What follows belongs to an exercise in optimizing a design on an open flow for small area, a short achievable clock period and few clock cycles per item; a production flow would make more cautious choices. The RTL was checked by simulation tests, not by an equivalence proof against the original design.

==> v1: inputs <==
==> flow/design.v (excerpt) <==
module soc_mem_top (
  input  logic            clk_i,
  input  logic            rst_ni,
  input  logic            awvalid_i,
  output logic            awready_o,
  input  axil_pkg::addr_t awaddr_i,
  input  logic            wvalid_i,
  output logic            wready_o,
  input  axil_pkg::data_t wdata_i,
  input  axil_pkg::strb_t wstrb_i,
  output logic            bvalid_o,
  input  logic            bready_i,
  output axil_pkg::resp_e bresp_o,
  input  logic            arvalid_i,
  output logic            arready_o,
  input  axil_pkg::addr_t araddr_i,
  output logic            rvalid_o,
  input  logic            rready_i,
  output axil_pkg::data_t rdata_o,
  output axil_pkg::resp_e rresp_o,
  input  logic            debug_req_i,
  input  logic            debug_en_i,
  output logic            debug_req_o,
  output axil_pkg::data_t exit_o
);
  axil_slave_fsm i_axil_slave_fsm (
    .clk_i     ( clk_i     ),
    .rst_ni    ( rst_ni    ),
    .awvalid_i ( awvalid_i ),
    .awready_o ( awready_o ),
    .awaddr_i  ( awaddr_i  ),
    .wvalid_i  ( wvalid_i  ),
    .wready_o  ( wready_o  ),
    .wdata_i   ( wdata_i   ),
    .wstrb_i   ( wstrb_i   ),
    .bvalid_o  ( bvalid_o  ),
    .bready_i  ( bready_i  ),
    .bresp_o   ( bresp_o   ),
    .arvalid_i ( arvalid_i ),
    .arready_o ( arready_o ),
    .araddr_i  ( araddr_i  ),
    .rvalid_o  ( rvalid_o  ),
    .rready_i  ( rready_i  ),
    .rdata_o   ( rdata_o   ),
    .rresp_o   ( rresp_o   ),
    .exit_o    ( exit_o    )
  );
  debug_holdoff i_debug_holdoff (
    .clk_i       ( clk_i       ),
    .rst_ni      ( rst_ni      ),
    .debug_req_i ( debug_req_i ),
    .debug_en_i  ( debug_en_i  ),
    .debug_req_o ( debug_req_o )
  );
endmodule
==> module ram_store, before the edit <==
module ram_store (
  input  logic                                  clk_i,
  input  logic                                  we_i,
  input  logic                                  wsel_i,
  input  logic [soc_map_pkg::RamIndexWidth-1:0] wr_index_i,
  input  axil_pkg::data_t                       wdata_i,
  input  axil_pkg::strb_t                       strb_i,
  input  logic [soc_map_pkg::RamIndexWidth-1:0] rd_index_i,
  output logic [axil_pkg::DataWidth-1:0][2:0]   rpart_o
);
  localparam int unsigned Words  = soc_map_pkg::RamWords;
  localparam int unsigned Rows   = 16;             
  localparam int unsigned Cols   = Words / Rows;   
  localparam int unsigned Lanes  = axil_pkg::StrbWidth;
  logic [Cols-1:0]  wcol;
  logic [Rows-1:0]  wrow;
  logic [Lanes-1:0] wlane_n;
  for (genvar c = 0; c < Cols; c++) begin : g_wcol
    assign wcol[c] = wsel_i && (wr_index_i[3:0] == 4'(c));
  end
  for (genvar r = 0; r < Rows; r++) begin : g_wrow
    assign wrow[r] = we_i && (wr_index_i[7:4] == 4'(r));
  end
  assign wlane_n = ~strb_i;
  axil_pkg::data_t words [Words];
  for (genvar w = 0; w < Words; w++) begin : g_word
    ram_word i_word (
      .clk_i    ( clk_i          ),
      .col_i    ( wcol[w % Cols]   ),
      .row_i    ( wrow[w / Cols]   ),
      .lane_n_i ( wlane_n          ),
      .wdata_i  ( wdata_i        ),
      .q_o      ( words[w]       )
    );
  end
  localparam int unsigned Quarters = 4;
  logic [3:0]       pre [4];
  logic [Cols-1:0]  rcol_n [Quarters];
  logic [Rows-1:0]  rrow_n;
  logic [Words-1:0] rsel;
  for (genvar k = 0; k < 4; k++) begin : g_pre
    ram_dec2 i_dec (
      .a_i ( rd_index_i[2*k +: 2] ),
      .y_o ( pre[k]               )
    );
  end
  for (genvar q = 0; q < Quarters; q++) begin : g_rcol_quarter
    for (genvar c = 0; c < Cols; c++) begin : g_rcol
      ram_and2_n i_and (
        .a_i   ( pre[0][c % 4] ),
        .b_i   ( pre[1][c / 4] ),
        .y_n_o ( rcol_n[q][c]  )
      );
    end
  end
  for (genvar r = 0; r < Rows; r++) begin : g_rrow
    ram_and2_n i_and (
      .a_i   ( pre[2][r % 4] ),
      .b_i   ( pre[3][r / 4] ),
      .y_n_o ( rrow_n[r]     )
    );
  end
  for (genvar w = 0; w < Words; w++) begin : g_rsel
    ram_and2_nn i_and (
      .a_n_i ( rcol_n[w / (Words / Quarters)][w % Cols] ),
      .b_n_i ( rrow_n[w / Cols]                         ),
      .y_o   ( rsel[w]                                  )
    );
  end
  for (genvar i = 0; i < axil_pkg::DataWidth; i++) begin : g_rbit
    logic [Words-1:0] column;
    for (genvar w = 0; w < Words; w++) begin : g_col
      assign column[w] = words[w][i];
    end
    ram_rd_bit i_rd_bit (
      .d_i    ( column     ),
      .sel_i  ( rsel       ),
      .part_o ( rpart_o[i] )
    );
  end
endmodule
Settings: LEC_CHECK=0, CAP_MARGIN=20, CORE_MARGIN=2, CORE_UTILIZATION=45, PLACE_DENSITY=0.6, SETUP_SLACK_MARGIN=3.2, SLEW_MARGIN=20, SYNTH_HIERARCHICAL=1, SYNTH_MEMORY_MAX_BITS=16384, TNS_END_PERCENT=5; clock period 6.0 ns.
standard.sh (not shown) runs the stock make flow with config.mk's settings and CLKGATE_MAP_FILE= SYNTH_SCRIPT=/design/flow/synth_recipe.tcl, a recipe that flattens the netlist after the stock synthesis.
==> flow/flow/run.sh <==
#!/bin/bash
# Layout flow: the standard flow (standard.sh), unchanged synthesis, with
# these changes to the layout steps:
#  - ports are buffered with buf_4 instead of the default delay cell,
#  - after global placement, each output port's buffer and the register (or
#    gate) driving it are moved next to the port (flow/place_ports.tcl);
#    detailed placement then legalizes them,
#  - timing repair may change a cell's footprint (drive strength family) and
#    neither clones gates nor removes buffers,
#  - clock tree sinks are clustered in groups of up to 25 within 60 um, and
#    no dummy loads are added to balance the tree.
# Each step's full output stays in orfs/logs/; make's output is in synth.log
# and layout.log in this folder.
set -euo pipefail
here=$(pwd)
bash standard.sh synth > synth.log 2>&1
bash standard.sh \
  "BUFFER_PORTS_ARGS=-buffer_cell sky130_fd_sc_hd__buf_4" \
  "POST_GLOBAL_PLACE_TCL=$here/flow/place_ports.tcl" \
  "MATCH_CELL_FOOTPRINT=0" \
  "SKIP_GATE_CLONING=1" \
  "SKIP_BUFFER_REMOVAL=1" \
  "CTS_ARGS=-sink_clustering_enable -repair_clock_nets -sink_clustering_size 25 -sink_clustering_max_diameter 60 -dont_use_dummy_load" \
  finish > layout.log 2>&1
Other scripts of this flow, unchanged in this note and not shown: flow/flow/place_ports.tcl
==> v25 (differences from v1) <==
--- a/flow/design.v
+++ b/flow/design.v
@@ -190,7 +190,6 @@
     );
   end
-  localparam int unsigned Quarters = 4;
   logic [3:0]       pre [4];
-  logic [Cols-1:0]  rcol_n [Quarters];
+  logic [Cols-1:0]  rcol_n;
   logic [Rows-1:0]  rrow_n;
   logic [Words-1:0] rsel;
@@ -201,12 +200,10 @@
     );
   end
-  for (genvar q = 0; q < Quarters; q++) begin : g_rcol_quarter
-    for (genvar c = 0; c < Cols; c++) begin : g_rcol
-      ram_and2_n i_and (
-        .a_i   ( pre[0][c % 4] ),
-        .b_i   ( pre[1][c / 4] ),
-        .y_n_o ( rcol_n[q][c]  )
-      );
-    end
+  for (genvar c = 0; c < Cols; c++) begin : g_rcol
+    ram_and2_n i_and (
+      .a_i   ( pre[0][c % 4] ),
+      .b_i   ( pre[1][c / 4] ),
+      .y_n_o ( rcol_n[c]     )
+    );
   end
   for (genvar r = 0; r < Rows; r++) begin : g_rrow
@@ -219,7 +216,7 @@
   for (genvar w = 0; w < Words; w++) begin : g_rsel
     ram_and2_nn i_and (
-      .a_n_i ( rcol_n[w / (Words / Quarters)][w % Cols] ),
-      .b_n_i ( rrow_n[w / Cols]                         ),
-      .y_o   ( rsel[w]                                  )
+      .a_n_i ( rcol_n[w % Cols] ),
+      .b_n_i ( rrow_n[w / Cols] ),
+      .y_o   ( rsel[w]          )
     );
   end
--- a/flow/flow/run.sh
+++ b/flow/flow/run.sh
@@ -6,6 +6,8 @@
 #    gate) driving it are moved next to the port (flow/place_ports.tcl);
 #    detailed placement then legalizes them,
+#  - before the placement repair, the gates that drive the RAM's write
+#    enables and read selects get drive strength 2 or 4 (flow/presize.tcl),
 #  - timing repair may change a cell's footprint (drive strength family) and
-#    neither clones gates nor removes buffers,
+#    does not clone gates,
 #  - clock tree sinks are clustered in groups of up to 25 within 60 um, and
 #    no dummy loads are added to balance the tree.
@@ -18,7 +20,7 @@
   "BUFFER_PORTS_ARGS=-buffer_cell sky130_fd_sc_hd__buf_4" \
   "POST_GLOBAL_PLACE_TCL=$here/flow/place_ports.tcl" \
+  "PRE_RESIZE_TCL=$here/flow/presize.tcl" \
   "MATCH_CELL_FOOTPRINT=0" \
   "SKIP_GATE_CLONING=1" \
-  "SKIP_BUFFER_REMOVAL=1" \
   "CTS_ARGS=-sink_clustering_enable -repair_clock_nets -sink_clustering_size 25 -sink_clustering_max_diameter 60 -dont_use_dummy_load" \
   finish > layout.log 2>&1
==> flow/flow/presize.tcl (new file) <==
# Size up the gates that drive the RAM's write enables and read selects, which
# fan out over long wires: a gate of the RAM array driving eight or more
# flip-flop enable pins, or read-tree pins, is given drive strength 2 or 4.
set block [ord::get_db_block]
set db [ord::get_db]
proc master_of {name} { return [[ord::get_db] findMaster $name] }
set up 0
foreach inst [$block getInsts] {
  set m [$inst getMaster]
  set mn [$m getName]
  if {![regexp {^sky130_fd_sc_hd__(nor2|nand2|nand4|nor3|nand3|nor2b)_1$} $mn -> fam]} { continue }
  set out ""
  foreach it [$inst getITerms] { if {[$it isOutputSignal]} { set out $it } }
  if {$out eq ""} { continue }
  set net [$out getNet]
  if {$net eq "NULL"} { continue }
  set de 0; set sel 0; set n 0
  foreach it [$net getITerms] {
    if {![$it isInputSignal]} { continue }
    incr n
    set lm [[[$it getInst] getMaster] getName]
    set pn [[$it getMTerm] getName]
    if {$pn eq "DE"} { incr de }
    if {[string match "*a222oi*" $lm]} { incr sel }
  }
  set target ""
  if {$de >= 8} { set target "sky130_fd_sc_hd__${fam}_2" }
  if {$sel >= 8} { set target "sky130_fd_sc_hd__${fam}_4" }
  if {$target ne ""} {
    set nm [master_of $target]
    if {$nm ne "NULL"} { $inst swapMaster $nm; incr up }
  }
}
puts "presize: sized up $up gates"
==> results.py <==
metrics = {
    "finish": {
        "clock_cell_share": 0.0344,
        "fraction_of_layout_instances_using_a_drive_strength_above_1": 0.225,
    },
    "status": {
        "failed_checks": "slew limit",
        "run_status": "complete, but fails checks",
    },
    "sta": {
        "post-route-period-util": 0.566,
        "max_transition_viols_final": 63,
    },
    "power_and_ir_drop": {
        "power_switching_mw": 20.6,
    },
    "synthesis": {
        "synth-compound-area-share": 0.0935,
        "synth-xor-area-share": 0.000119,
    },
}
That was v25.
==> results.py <==
metrics = {
    "status": {
        "run_status": "complete, but fails checks",
        "failed_checks": "antenna rules",
    },
    "finish": {
        "layout.nets": 16100,
        "clock_cell_share": 0.0343,
        "finish.cell_count_without_fillers": 24700,
    },
    "sta": {
        "post-route-period-util": 0.543,
        "max_transition_viols_final": 0,
    },
    "power_and_ir_drop": {
        "power_switching_mw": 20.8,
    },
    "synthesis": {
        "synth_warnings": 15,
        "synth-compound-area-share": 0.0935,
    },
    "grt": {
        "antenna_found_initial": 74,
    },
    "route": {
        "detail-route-antenna-nets": 1,
    },
}
That was v1.
Testbench counts of v1, summed over its fixed seeds: cycles 24,012, items 24,000.
Testbench counts of v25, summed over its fixed seeds: cycles 24,012, items 24,000.

## afterwards: timing with drivers on the ports
How much do the figures lean on ideal ports? The routed layouts below were timed once more, with nothing changed but the port constraints. Step 1 (the two cells are an assumption about what drives the block):
set clk [get_ports {clk_i}]
set_driving_cell -lib_cell sky130_fd_sc_hd__clkbuf_16 $clk
set_driving_cell -lib_cell sky130_fd_sc_hd__buf_2 [delete_from_list [all_inputs] $clk]
Step 2 times the ports against the registers' clock, not the clock port: input delays grow and output delays shrink by t, the midpoint of the rising clock arrivals with the driver on. Slacks: no drivers / after step 1 / after step 2; pairs: no drivers / after step 1.
run | t (ns) | slack for setup (ns) | worst setup path at the end | latest minus earliest clock arrival (ns) | worst slew at a driven data input, ns
v1 | 1.181 | 2.743 / 2.824 / 1.643 | input to register | 0.170 / 0.170 | 0.35
v25 | 1.192 | 2.603 / 2.478 / 1.286 | input to register | 0.174 / 0.175 | 0.35
For v25, which loses most, drivers alone change the setup slack by -0.125 ns; drivers and shift together by -1.317 ns.
